Context: an optimization exercise on an open-source flow, tuned for small area, a short achievable clock period and few clock cycles per item. The choices shown serve that exercise and are no tape-out recipe.
The RTL was checked by simulation tests, not by an equivalence proof against the original design.

Design matvec3, start of the top module:
module matvec3
(
    input  logic               clk,
    input  logic               reset,
    input  logic               input_valid,
    output logic               input_ready,
    input  logic signed [13:0] input_data,
    output logic               output_valid,
    input  logic               output_ready,
    output logic signed [27:0] output_data
);
    logic [3:0]         ph;        
    logic signed [13:0] ring [12];
    logic signed [13:0] ring0_d;
    logic signed [13:0] x_n;       
    logic [6:0]         one_q;     
    logic [6:0]         two_q;
    logic [6:0]         neg_q;
    logic [3:0]         wc;
    logic               active;    
    logic [3:0]         pi;        
    logic [1:0]         pc;        
    logic [1:0]         xl;        
    logic               fire_d;
    logic               first_d;
    logic               last_d;
    logic [27:0]        s_q;
    logic [27:0]        c_q;
    logic [27:0]        e_q;
    logic [27:0]        acc;
    logic [27:0]        s_d;
    logic [27:0]        c_d;
    logic [27:0]        e_d;
    logic [3:0]         pi_ph;     
    logic [3:0]         ph_n;
    logic [3:0]         wc_n;
    logic               active_n;
    logic [3:0]         pi_n;
    logic [1:0]         pc_n;
    logic [1:0]         xl_n;
    logic               ready_n;
    logic accept;
    logic fire;
    logic cancel;
    logic retire;
    function automatic logic slot_free(input logic [3:0] w, input logic act,
                                       input logic [3:0] p);
        if (w < 4'd9)       slot_free = !act || (p > w);
        else if (w == 4'd9) slot_free = !act;
  ...
Size in the first run: ~1500 cells after synthesis, roughly 48 I/O pins, roughly 14000 µm² of cells after synthesis.
==> flow/config.mk <==
export PLATFORM = sky130hd
export DESIGN_NAME = matvec3
export DESIGN_NICKNAME = matvec3
export VERILOG_FILES = /design/flow/design.v
export SDC_FILE = /design/flow/constraint.sdc
export NUM_CORES = 4
export LEC_CHECK = 0
export ABC_AREA = 1
export CAP_MARGIN = 20
export CORE_MARGIN = 2
export CORE_UTILIZATION = 40
export CTS_BUF_LIST = sky130_fd_sc_hd__clkbuf_8
export CTS_CLUSTER_SIZE = 40
export SETUP_SLACK_MARGIN = 4.1
export SLEW_MARGIN = 20
==> flow/constraint.sdc <==
create_clock -name core_clock -period 7.0 [get_ports {clk}]
set_input_delay 1.4000 -clock core_clock [delete_from_list [all_inputs] [get_ports {clk}]]
set_output_delay 1.4000 -clock core_clock [all_outputs]
set_load 0.01 [all_outputs]
standard.sh (not shown) runs the stock make flow with config.mk's settings and CLKGATE_MAP_FILE= SYNTH_SCRIPT=/design/flow/synth_recipe.tcl, a recipe that flattens the netlist after the stock synthesis.
==> flow/flow/run.sh <==
#!/bin/bash
# The standard layout (standard.sh) with two changes:
# - clock tree synthesis adds no dummy loads to balance the tree;
# - the port buffers are buf_1 cells.
set -o pipefail
export CTS_ARGS="-sink_clustering_enable -repair_clock_nets -sink_clustering_size 40 -buf_list sky130_fd_sc_hd__clkbuf_8 -dont_use_dummy_load"
export BUFFER_PORTS_ARGS="-buffer_cell sky130_fd_sc_hd__buf_1"
bash standard.sh > standard.log 2>&1
Testbench counts at the start, summed over its fixed seeds: cycles 4,680, items 1,152.
Edit:
==> flow/run.sh (new file) <==
#!/bin/bash
# synth_recipe.tcl (not shown) runs the flow's synth.tcl, then flattens the netlist and writes it again
# the make line also repeats each setting of config.mk as NAME=value (left out here)
make -C /OpenROAD-flow-scripts/flow DESIGN_CONFIG=/design/flow/config.mk WORK_HOME=/design/flow/orfs CLKGATE_MAP_FILE= SYNTH_SCRIPT=/design/flow/synth_recipe.tcl finish
removed: flow/flow/run.sh
removed: flow/standard.sh
The new run completed with no timing, DRC or antenna violations.
Maximum frequency came out higher by a few percent.
Non-clock buffer count came out lower by 7.
Edit:
==> flow/flow/run.sh (new file) <==
#!/bin/bash
# The standard layout (standard.sh) with two changes:
# - clock tree synthesis adds no dummy loads to balance the tree;
# - the port buffers are buf_1 cells.
set -o pipefail
export CTS_ARGS="-sink_clustering_enable -repair_clock_nets -sink_clustering_size 40 -buf_list sky130_fd_sc_hd__clkbuf_8 -dont_use_dummy_load"
export BUFFER_PORTS_ARGS="-buffer_cell sky130_fd_sc_hd__buf_1"
bash standard.sh > standard.log 2>&1
==> flow/standard.sh (new file) <==
#!/bin/bash
# synth_recipe.tcl (not shown) runs the flow's synth.tcl, then flattens the netlist and writes it again
# the make line also repeats each setting of config.mk as NAME=value (left out here)
make -C /OpenROAD-flow-scripts/flow DESIGN_CONFIG=/design/flow/config.mk WORK_HOME=/design/flow/orfs CLKGATE_MAP_FILE= SYNTH_SCRIPT=/design/flow/synth_recipe.tcl "${@:-finish}"
- SETUP_SLACK_MARGIN: 4.1 -> 4.0
removed: flow/run.sh
Result:
- final area shrinks by a few percent
- wire length shrinks by a few percent
- register-to-register slack degrades by 30 ps
- clock-buffer cell count shrinks by 8
- global-route usage shrinks by 0.44 points
- synthesized area stays the same
- synthesized cell count stays the same
- maximum frequency shrinks slightly
Edit:
- SETUP_SLACK_MARGIN: 4.0 -> 3.9
=> The changed run ran to the end with no violations; global-route usage is about the same; utilization went up by 0.16 points; count of clock-buffer cells in the layout fell by 3; routed wire length is about the same; sequential share of layout area drops by 0.18 points; maximum frequency drops by about 6%.
Edit:
--- a/flow/flow/run.sh
+++ b/flow/flow/run.sh
@@ -2 +2,4 @@
-# The standard layout (standard.sh) with two changes:
+# The standard layout (standard.sh) with three changes:
+# - synthesis skips the quick abc pass inside yosys's synth command
+#   (SYNTH_ARGS=-noabc), so the adder cells are extracted from the design's
+#   own full-adder logic; the registers are the standard synthesis's;
@@ -5,0 +9 @@
+export SYNTH_ARGS="-noabc"
- SETUP_SLACK_MARGIN: 3.9 -> 4.0
Result: Synthesized area is lower by about 1%; via count is lower by about 1.7%; worst setup slack gets better by 190 ps; non-clock buffer count is higher by 5; critical path depth is lower by 3; cell area is about the same; first-iteration DRC count is higher by 7.0%; clock-buffer cell count is higher by 1; wire length is lower by about 0.75%.

---

== alpha ==
Another version of the RTL of matvec3 (not shown whole).
Size in the first run: about 1,500 cells after synthesis, ~48 I/O pins, roughly 14,000 µm² of cells after synthesis.
Settings: LEC_CHECK=0, ABC_AREA=1, CAP_MARGIN=20, CORE_MARGIN=2, CORE_UTILIZATION=40, CTS_BUF_LIST=sky130_fd_sc_hd__clkbuf_8, CTS_CLUSTER_SIZE=40, SETUP_SLACK_MARGIN=3.65, SLEW_MARGIN=20; clock period 7.0 ns.
run.sh (not shown) runs the stock make flow with config.mk's settings and CLKGATE_MAP_FILE= SYNTH_SCRIPT=/design/flow/synth_recipe.tcl, a recipe that flattens the netlist after the stock synthesis.
Stock flow here: none of the scripts above is used.
Testbench counts of alpha, summed over its fixed seeds: cycles 4,680, items 1,152.
--- input diff alpha..beta ---
- CTS_BUF_LIST removed (was sky130_fd_sc_hd__clkbuf_8)
- SETUP_SLACK_MARGIN changed from 3.65 to 3.8
- CTS_CLUSTER_SIZE removed (was 40)
Findings:
Wire length (beta over alpha): increase, about 2.6%. Relative to alpha, post-route cell area has gone up in beta. In beta relative to alpha, count of clock-buffer cells in the layout had gone down by more than a quarter. beta against alpha: critical path depth went down 1, area growth from synthesis to final layout rose 3.2 points. Post-detailed-route via-to-cell ratio grows slightly when moving from alpha to beta. Utilization: beta vs alpha up 1.3 points. ~same clock network latency to the later pin of the worst-skew pair in alpha and beta.
Input-level comparison between gamma and beta:
- CTS_BUF_LIST newly set to sky130_fd_sc_hd__clkbuf_8
- CTS_CLUSTER_SIZE newly set to 40
- SETUP_SLACK_MARGIN changed from 3.8 to 3.5
## What came out
Count of clock-buffer cells in the layout, beta and gamma: higher on gamma. Going from beta to gamma, fill cell total of the finished layout grew slightly. Per the comparison of gamma with beta, number of clock buffers inserted by TritonCTS has increased, final critical delay including setup and external delays increased 210 ps. Worst setup slack: gamma lower than beta. Combined area of the multi-input logic cells went down slightly going from beta to gamma.
Modified inputs, delta compared to gamma
- changing SETUP_SLACK_MARGIN from 3.5 to 4.4
- Compared with gamma, delta shows proportion of cell area occupied by multi-input gates higher by 1.7 points.
- Side by side, hold slack turned out higher in delta than in gamma.
- Changes observed in delta relative to gamma: vias after detailed routing has increased, clock buffer instance count of the final layout closely matched the old numbers.
- | total number of nets in the final design | higher: delta |
- Of gamma and delta, gamma shows the higher final clock skew, with delta below it.
- delta gives more DRC violation total after the first TritonRoute iteration than gamma did.
--- input diff delta..epsilon ---
- SETUP_SLACK_MARGIN changed from 4.4 to 4.1
- Maximum fanout along the worst path up 3 in epsilon wrt delta
- Summary — final wirelength, epsilon relative to delta: lower, by 3300 µm.
- Against delta, epsilon reports a synthesis-to-finish area growth that is lower.
- On global-route wire length before repair: epsilon sits below delta.
- Going from delta to epsilon, the number of clock buffers in the layout was found to have gone up by 3.
- epsilon: post-layout worst setup margin lower than delta
- Comparing epsilon and delta, the lower share of the clock period used by the worst path after layout was measured on delta.

---

Setup of run 1:
matvec3, a different RTL version from the one above (not shown whole).
For scale: about 310 flip-flops, ~48 I/O pins, roughly 14,000 sq um of cells after synthesis.
clock: 7.0 ns
lec_check: 0
abc_area: 1
cap_margin: 20
core_margin: 2
core_utilization: 40
cts_buf_list: sky130_fd_sc_hd__clkbuf_8
cts_cluster_size: 40
setup_slack_margin: 3.8
slew_margin: 20
Testbench counts of run 1, summed over its fixed seeds: cycles 4,680, items 1,152.
Input-level comparison between run 2 and run 1:
- changing SETUP_SLACK_MARGIN from 3.8 to 4.1
- changing CTS_BUF_LIST from sky130_fd_sc_hd__clkbuf_8 to sky130_fd_sc_hd__clkbuf_4
==> run summary <==
Cell count, run 2 vs run 1: up by a few percent. Run 2 vs run 1, actual transition at the worst max-transition pin went down by 0.055 ns. Clock-pin transition on the worst setup and hold timing paths of run 1 is on par with run 2. The multi-input gate share of the layout cell area reported for run 2 is greater than that of run 1 by 1.9 points. Compared with run 1, run 2 shows wire length the detailed router placed on met1 that has gone up slightly. Looking at share of layout cells above drive strength 1, run 2 sits 9.7 points above run 1. Compared with run 1, run 2 ends up with more cell area. Against run 1, run 2 reports a clock-buffer cell count that is higher. Looking at area growth from synthesis to layout, run 2 sits above run 1. Post-layout minimum cycle time: run 2 vs run 1 down 0.28 ns. Run comparison: run 2 worst setup path startpoint s_q[14]; run 1 worst setup path startpoint s_q[7]. Run 2 vs run 1 — non-clock buffer count climbed by more than a quarter.
What run 3 does differently from run 2 at the input level:
- SETUP_SLACK_MARGIN: 4.1 -> 4.5
- CTS_BUF_LIST: sky130_fd_sc_hd__clkbuf_4 -> sky130_fd_sc_hd__clkbuf_8
Findings:
Relative to run 2, share of cell area taken by multi-input logic gates decreased by 0.85 points in run 3. [compare] base=run 2 new=run 3: worst setup slack now larger, worst hold slack about even, cell area saw an increase. First-pass GRT wire length was higher in run 3 than in run 2. Changes observed in run 3 relative to run 2: relative area change from synthesis to final layout has increased, latest clock arrival within the worst-skew pair has decreased, post-synthesis average cell area has remained practically unchanged.

what the ideal ports hide:
In the flow no input, the clock included, has a driving cell. The finished layouts below were timed again as built, in two steps. Step 1 (the two cells are an assumption about what drives the block):
set clk [get_ports {clk}]
set_driving_cell -lib_cell sky130_fd_sc_hd__clkbuf_16 $clk
set_driving_cell -lib_cell sky130_fd_sc_hd__buf_2 [delete_from_list [all_inputs] $clk]
Step 2 also shifts input and output timing later by t, the mid clock arrival at the registers, as if the neighbouring blocks saw the same clock. Three values: no drivers, after step 1, after step 2; two values: the first two.
run	t, ns	slack for setup (ns)	worst data-port slew with drivers (ns)
the first run of note 1	0.587	4.072 / 4.072 / 3.670	0.03
the second run of note 1	0.609	4.130 / 4.110 / 3.708	0.03
the third run of note 1	0.596	4.100 / 4.100 / 3.594	0.03
the fourth run of note 1	0.586	3.907 / 3.907 / 3.610	0.03
the fifth run of note 1	0.585	4.097 / 4.097 / 3.657	0.04
alpha	0.612	3.778 / 3.778 / 3.211	0.04
beta	0.608	3.856 / 3.856 / 3.356	0.05
gamma	0.612	3.650 / 3.650 / 3.213	0.04
delta	0.631	4.087 / 4.087 / 3.774	0.05
epsilon	0.616	3.944 / 3.944 / 3.553	0.04
run 1	0.631	3.844 / 3.834 / 3.373	0.06
run 2	0.716	4.122 / 4.122 / 3.545	0.05
run 3	0.631	4.226 / 4.226 / 3.701	0.05
After both steps every run listed still meets setup and hold. The setup slack of run 2, which loses most, moves by 0.000 ns with the drivers and by -0.577 ns with both steps.
